What follows belongs to an exercise in optimizing a design on an open flow for small area and a short achievable clock period; a production flow would make more cautious choices. Function was checked by simulation only, so behaviour that the tests miss may differ from the original. Power figures rest on the tool's default switching activity, not on a simulated workload.

==> inputs of run a <==
## match_top
module match_top (
    input  logic        clk,
    input  logic        reset,
    input  logic        left,
    input  logic        right,
    input  logic        up,
    input  logic        down,
    input  logic        enter,
    input  logic        game_reset,
    input  logic        video_on,
    input  logic [9:0]  pix_x,
    input  logic [9:0]  pix_y,
    output logic [11:0] graph_rgb,
    output logic        board_ready
);
Settings: LEC_CHECK=0, CAP_MARGIN=20, CORE_MARGIN=2, CORE_UTILIZATION=40, SETUP_SLACK_MARGIN=4, SLEW_MARGIN=20, SYNTH_HIERARCHICAL=1; clock period 10.0 ns.
standard.sh (not shown) runs the stock make flow with config.mk's settings and CLKGATE_MAP_FILE= SYNTH_SCRIPT=/design/flow/synth_recipe.tcl, a recipe that flattens the netlist after the stock synthesis.
==> flow/flow/run.sh <==
#!/bin/bash
# Standard ORFS layout (standard.sh), with the standard synthesis script except
# for ABC's mapping: the board store and controller are mapped for area, the
# renderer, whose path from the beam inputs to the colour outputs sets the
# period, for delay (see synth.tcl). Registers, names and every later step are
# the standard ones. make's output goes to flow_make.log; ORFS keeps each
# step's log under orfs/logs.
set -euo pipefail
export MY_FLOW_DIR="$PWD/flow"
export MY_AREA_MODULES="board_store input_controller"
export MY_SPEED_MODULES="pixel_renderer match_top"
export MY_SPEED_D=1500
bash standard.sh SYNTH_SCRIPT="$PWD/flow/synth.tcl" finish > flow_make.log 2>&1
==> flow/flow/abc_area.script <==
strash
dch
map -a
topo
stime -c
==> flow/flow/abc_speed.script <==
strash
dch
map {D}
topo
stime -c
buffer -c
upsize -c {D}
dnsize -c {D}
==> flow/flow/synth.tcl <==
# synth_recipe.tcl, with ABC run per module group: the modules in MY_AREA_MODULES
# are mapped for area with abc_area.script, those in MY_SPEED_MODULES for delay
# with abc_speed.script and a delay target of MY_SPEED_D ps
proc synth {args} { yosys synth -nofsm -noshare {*}$args }
proc abc_with {args script d} {
  set i [lsearch -exact $args -script]
  set f [open $script r]
  set body [string map {"\n" ";"} [string trim [read $f]]]
  close $f
  lset args [expr {$i + 1}] "+$body"
  set j [lsearch -exact $args -D]
  if { $j >= 0 } { set args [lreplace $args $j [expr {$j + 1}]] }
  if { $d ne "" } { lappend args -D $d }
  return $args
}
proc abc {args} {
  set dir $::env(MY_FLOW_DIR)
  yosys abc {*}[abc_with $args $dir/abc_area.script ""] {*}$::env(MY_AREA_MODULES)
  yosys abc {*}[abc_with $args $dir/abc_speed.script $::env(MY_SPEED_D)] {*}$::env(MY_SPEED_MODULES)
}
source $::env(SCRIPTS_DIR)/synth.tcl
# left out here: clear keep_hierarchy, flatten, clean up, hide names made inside functions, write 1_2_yosys.v
==> run b (differences from run a) <==
==> flow/flow/run.sh (replaced) <==
#!/bin/bash
# Standard ORFS layout (standard.sh), with the standard synthesis script except
# for ABC's mapping, chosen per module (see synth.tcl): the board store and the
# controller are mapped for area, the renderer, whose path from the beam inputs
# to the colour outputs sets the period, to a tight delay target. Registers,
# names and every later step are the standard ones. make's output goes to
# flow_make.log; ORFS keeps each step's log under orfs/logs.
set -euo pipefail
export MY_FLOW_DIR="$PWD/flow"
export MY_ABC="board_store:abc_amap.script:0 input_controller:abc_area.script:0 pixel_renderer:abc_speed.script:1500 match_top:abc_speed.script:1500"
bash standard.sh SYNTH_SCRIPT="$PWD/flow/synth.tcl" finish > flow_make.log 2>&1
==> flow/flow/abc_amap.script (new file) <==
strash
dch -f
amap -F 2
topo
==> flow/flow/abc_speed.script (replaced) <==
strash
dch -f
map {D}
topo
stime -c
buffer -c
upsize -c {D}
dnsize -c {D}
==> flow/flow/synth.tcl (replaced) <==
# synth_recipe.tcl, with ABC's mapping chosen per module: MY_ABC lists
# module:script:delay entries (script in MY_FLOW_DIR, delay target in ps, 0 for
# none), and each module is mapped by its own ABC run
proc synth {args} { yosys synth -nofsm -noshare {*}$args }
proc abc_with {args script d} {
  set i [lsearch -exact $args -script]
  set f [open $script r]
  set body [string map {"\n" ";"} [string trim [read $f]]]
  close $f
  lset args [expr {$i + 1}] "+$body"
  set j [lsearch -exact $args -D]
  if { $j >= 0 } { set args [lreplace $args $j [expr {$j + 1}]] }
  if { $d > 0 } { lappend args -D $d }
  return $args
}
proc abc {args} {
  foreach entry $::env(MY_ABC) {
    lassign [split $entry :] module script d
    yosys abc {*}[abc_with $args $::env(MY_FLOW_DIR)/$script $d] $module
  }
}
source $::env(SCRIPTS_DIR)/synth.tcl
# left out here: clear keep_hierarchy, flatten, clean up, hide names made inside functions, write 1_2_yosys.v
Settings changed: CTS_BUF_LIST set to sky130_fd_sc_hd__clkbuf_4 sky130_fd_sc_hd__clkbuf_8, SETUP_SLACK_MARGIN 4 to 3.5.
==> notes <==
In sequential cell count, run b and run a do not differ. Of run b and run a, run b has the higher critical path depth (gap 2). Power: run b is lower than run a (4.6%). Of run b and run a, run a has the higher final area (gap 8.0%, measured against run a). Between run b and run a, the lower clock skew is in run a (gap 0.031 ns). In run a the via count is lower than in run b, by 2.9%. Core utilization: run a is higher than run b (0.36 points).
==> figures <==
	run b	run a
Result of the run	finished clean	finished clean
Area of the placeable core	51100 sq um	55100 sq um
Critical-path top delay cell	sky130_fd_sc_hd__o32ai_2	sky130_fd_sc_hd__a32o_2
Violation count after the first detailed-route iteration	5931	4397
Mean post-synth cell area	6.96 sq um	6.46 sq um
Multi-input gate area	14800 sq um	16300 sq um
Met1 Track Usage GR	54.8%	53.7%
Via count of the first global-routing pass	27152	26253
Xor and xnor area share after synthesis	0.298%	10.3%
Post-route clock skew	0.0496 ns	0.0188 ns
Nonclk buf count	120	129
Effective utilization at floorplan	40.3%	40.5%
Ant. Diodes	6	0
Later-pin clock latency in the skew report	0.70 ns	0.62 ns
Register-to-Register Path Depth	16	19

========
==> job 4598: inputs <==
Starting RTL as in the previous note.
==> flow/config.mk <==
export PLATFORM = sky130hd
export DESIGN_NAME = match_top
export DESIGN_NICKNAME = match_top
export VERILOG_FILES = /design/flow/design.v
export SDC_FILE = /design/flow/constraint.sdc
export NUM_CORES = 4
export LEC_CHECK = 0
export CAP_MARGIN = 20
export CORE_MARGIN = 2
export CORE_UTILIZATION = 40
export SETUP_SLACK_MARGIN = 4
export SLEW_MARGIN = 20
export SYNTH_HIERARCHICAL = 1
==> flow/constraint.sdc <==
create_clock -name core_clock -period 10.0 [get_ports {clk}]
set_input_delay 2.0000 -clock core_clock [delete_from_list [all_inputs] [get_ports {clk}]]
set_output_delay 2.0000 -clock core_clock [all_outputs]
set_load 0.01 [all_outputs]
==> flow/flow/run.sh <==
#!/bin/bash
# Standard ORFS layout (standard.sh), with the standard synthesis script except
# for ABC's mapping, chosen per module (see synth.tcl): the board store and the
# controller are mapped for area, the renderer, whose path from the beam inputs
# to the colour outputs sets the period, to a tight delay target. Registers,
# names and every later step are the standard ones. make's output goes to
# flow_make.log; ORFS keeps each step's log under orfs/logs.
set -euo pipefail
export MY_FLOW_DIR="$PWD/flow"
export MY_ABC="board_store:abc_amap.script:0 input_controller:abc_area.script:0 pixel_renderer:abc_speed.script:1500 match_top:abc_speed.script:1500"
bash standard.sh SYNTH_SCRIPT="$PWD/flow/synth.tcl" finish > flow_make.log 2>&1
==> flow/flow/abc_amap.script <==
strash
dch -f
amap -F 2
topo
==> flow/flow/abc_speed.script <==
strash
dch
map {D}
topo
stime -c
buffer -c
upsize -c {D}
dnsize -c {D}
==> flow/flow/synth.tcl <==
# synth_recipe.tcl, with ABC's mapping chosen per module: MY_ABC lists
# module:script:delay entries (script in MY_FLOW_DIR, delay target in ps, 0 for
# none), and each module is mapped by its own ABC run
proc synth {args} { yosys synth -nofsm -noshare {*}$args }
proc abc_with {args script d} {
  set i [lsearch -exact $args -script]
  set f [open $script r]
  set body [string map {"\n" ";"} [string trim [read $f]]]
  close $f
  lset args [expr {$i + 1}] "+$body"
  set j [lsearch -exact $args -D]
  if { $j >= 0 } { set args [lreplace $args $j [expr {$j + 1}]] }
  if { $d > 0 } { lappend args -D $d }
  return $args
}
proc abc {args} {
  foreach entry $::env(MY_ABC) {
    lassign [split $entry :] module script d
    yosys abc {*}[abc_with $args $::env(MY_FLOW_DIR)/$script $d] $module
  }
}
source $::env(SCRIPTS_DIR)/synth.tcl
# left out here: clear keep_hierarchy, flatten, clean up, hide names made inside functions, write 1_2_yosys.v
Scripts as last shown in full above: flow/flow/abc_area.script
==> job 3738: changes against job 4598 <==
==> flow/flow/run.sh (replaced) <==
#!/bin/bash
# Standard ORFS layout (standard.sh), with the standard synthesis script except
# for ABC's mapping: the board store and controller are mapped for area, the
# renderer, whose path from the beam inputs to the colour outputs sets the
# period, for delay (see synth.tcl). Registers, names and every later step are
# the standard ones. make's output goes to flow_make.log; ORFS keeps each
# step's log under orfs/logs.
set -euo pipefail
export MY_FLOW_DIR="$PWD/flow"
export MY_AREA_MODULES="board_store input_controller"
export MY_SPEED_MODULES="pixel_renderer match_top"
export MY_SPEED_D=1500
bash standard.sh SYNTH_SCRIPT="$PWD/flow/synth.tcl" finish > flow_make.log 2>&1
==> flow/flow/synth.tcl (replaced) <==
# synth_recipe.tcl, with ABC run per module group: the modules in MY_AREA_MODULES
# are mapped for area with abc_area.script, those in MY_SPEED_MODULES for delay
# with abc_speed.script and a delay target of MY_SPEED_D ps
proc synth {args} { yosys synth -nofsm -noshare {*}$args }
proc abc_with {args script d} {
  set i [lsearch -exact $args -script]
  set f [open $script r]
  set body [string map {"\n" ";"} [string trim [read $f]]]
  close $f
  lset args [expr {$i + 1}] "+$body"
  set j [lsearch -exact $args -D]
  if { $j >= 0 } { set args [lreplace $args $j [expr {$j + 1}]] }
  if { $d ne "" } { lappend args -D $d }
  return $args
}
proc abc {args} {
  set dir $::env(MY_FLOW_DIR)
  yosys abc {*}[abc_with $args $dir/abc_area.script ""] {*}$::env(MY_AREA_MODULES)
  yosys abc {*}[abc_with $args $dir/abc_speed.script $::env(MY_SPEED_D)] {*}$::env(MY_SPEED_MODULES)
}
source $::env(SCRIPTS_DIR)/synth.tcl
# left out here: clear keep_hierarchy, flatten, clean up, hide names made inside functions, write 1_2_yosys.v
CORE_UTILIZATION = 55   (was 40)
removed: flow/flow/abc_amap.script
==> run notes <==
- In job 3738 the global-route usage is higher than in job 4598, by 10 points.
- Between job 3738 and job 4598, the lower combinational power is in job 4598 (gap about 10%, measured against job 4598).
- Against job 3738, the count of clock-buffer cells in the layout of job 4598 is lower by 2.
- Between job 3738 and job 4598, the lower power is in job 4598 (gap 5.4%, measured against job 4598).
- Between job 3738 and job 4598, the lower setup slack is in job 3738 (gap 0.24 ns).
- In job 3738 the synthesized cell count is higher than in job 4598, by about 16%.
- Non-clock buffer count: job 3738 is higher than job 4598 (5).
- Against job 4598, the clock skew of job 3738 is lower by 0.022 ns.
- Of job 3738 and job 4598, job 3738 has the higher core utilization (gap 17 points).
==> figures <==
quantity	job 4598	job 3738
Run status	timing/DRC/antenna clean	timing/DRC/antenna clean
Part of the total power dissipated in the clock network	50.0%	51.8%
Global-route total usage across every layer	45.1%	55.6%
First-pass GRT wire length	182,000 um	176,000 um
Compound-gate portion of the synthesized area	44.7%	29.5%
Sequential cell area	4750 sq um	4730 sq um
Internal power	1610 uW	1690 uW
Detailed placer's ending HPWL	94,800 um	88,100 um
Met2 usage	65.1%	79.0%
Reg2Reg Launch Point	u_board.q[126]	u_board.q[148]
Arrival time of data at the critical path endpoint	4.67 ns	4.91 ns
Net Sw Frac	27.2%	27.4%
Vias in the first global route	26,800	28,500
Combinational gate power	189 uW	208 uW
Normalized max-slew margin	15.5%	21.7%
Met1 layer wirelength in the final routing	47,700 um	40,900 um
Post-CTS resize count	233	242
Number of instances in the synthesized netlist	2,979	3,451
Post-Synth XOR/XNOR Area	0.295%	10.3%
Crit path top cell by count	sky130_fd_sc_hd__buf_12	sky130_fd_sc_hd__nand4_1

-- static timing again, ports no longer ideal --
Ports are ideal in the flow. The routed layouts listed here were re-timed in OpenROAD.
Step 1 assumes that a clkbuf_16 drives the clock port and a buf_2 every other input.
Step 2 adds t to the input delays and takes it off the output delays; t is the mean of the earliest and latest rising clock arrival at the registers after step 1. Input paths then give back, and output paths get back, about the clock's delay inside the block.
Three values: ideal, step 1, step 2; two values: the first two.
| run | shift t [ns] | setup slack, ns | worst setup path after step 2 | clock arrival spread, ns | worst slew at a driven data input, ns |
|---|---|---|---|---|---|
| run a | 0.666 | 3.356 / 3.301 / 3.301 | input to output | 0.019 / 0.018 | 0.07 |
| run b | 0.734 | 3.317 / 3.261 / 3.275 | input to output | 0.049 / 0.049 | 0.05 |
| job 4598 | 0.671 | 3.333 / 3.253 / 3.253 | input to output | 0.038 / 0.038 | 0.08 |
| job 3738 | 0.676 | 3.090 / 3.030 / 3.087 | input to output | 0.016 / 0.016 | 0.11 |
After both steps setup and hold are still met in every run listed. For job 4598, which loses most, drivers alone change the setup slack by -0.080 ns; drivers and shift together by -0.080 ns.
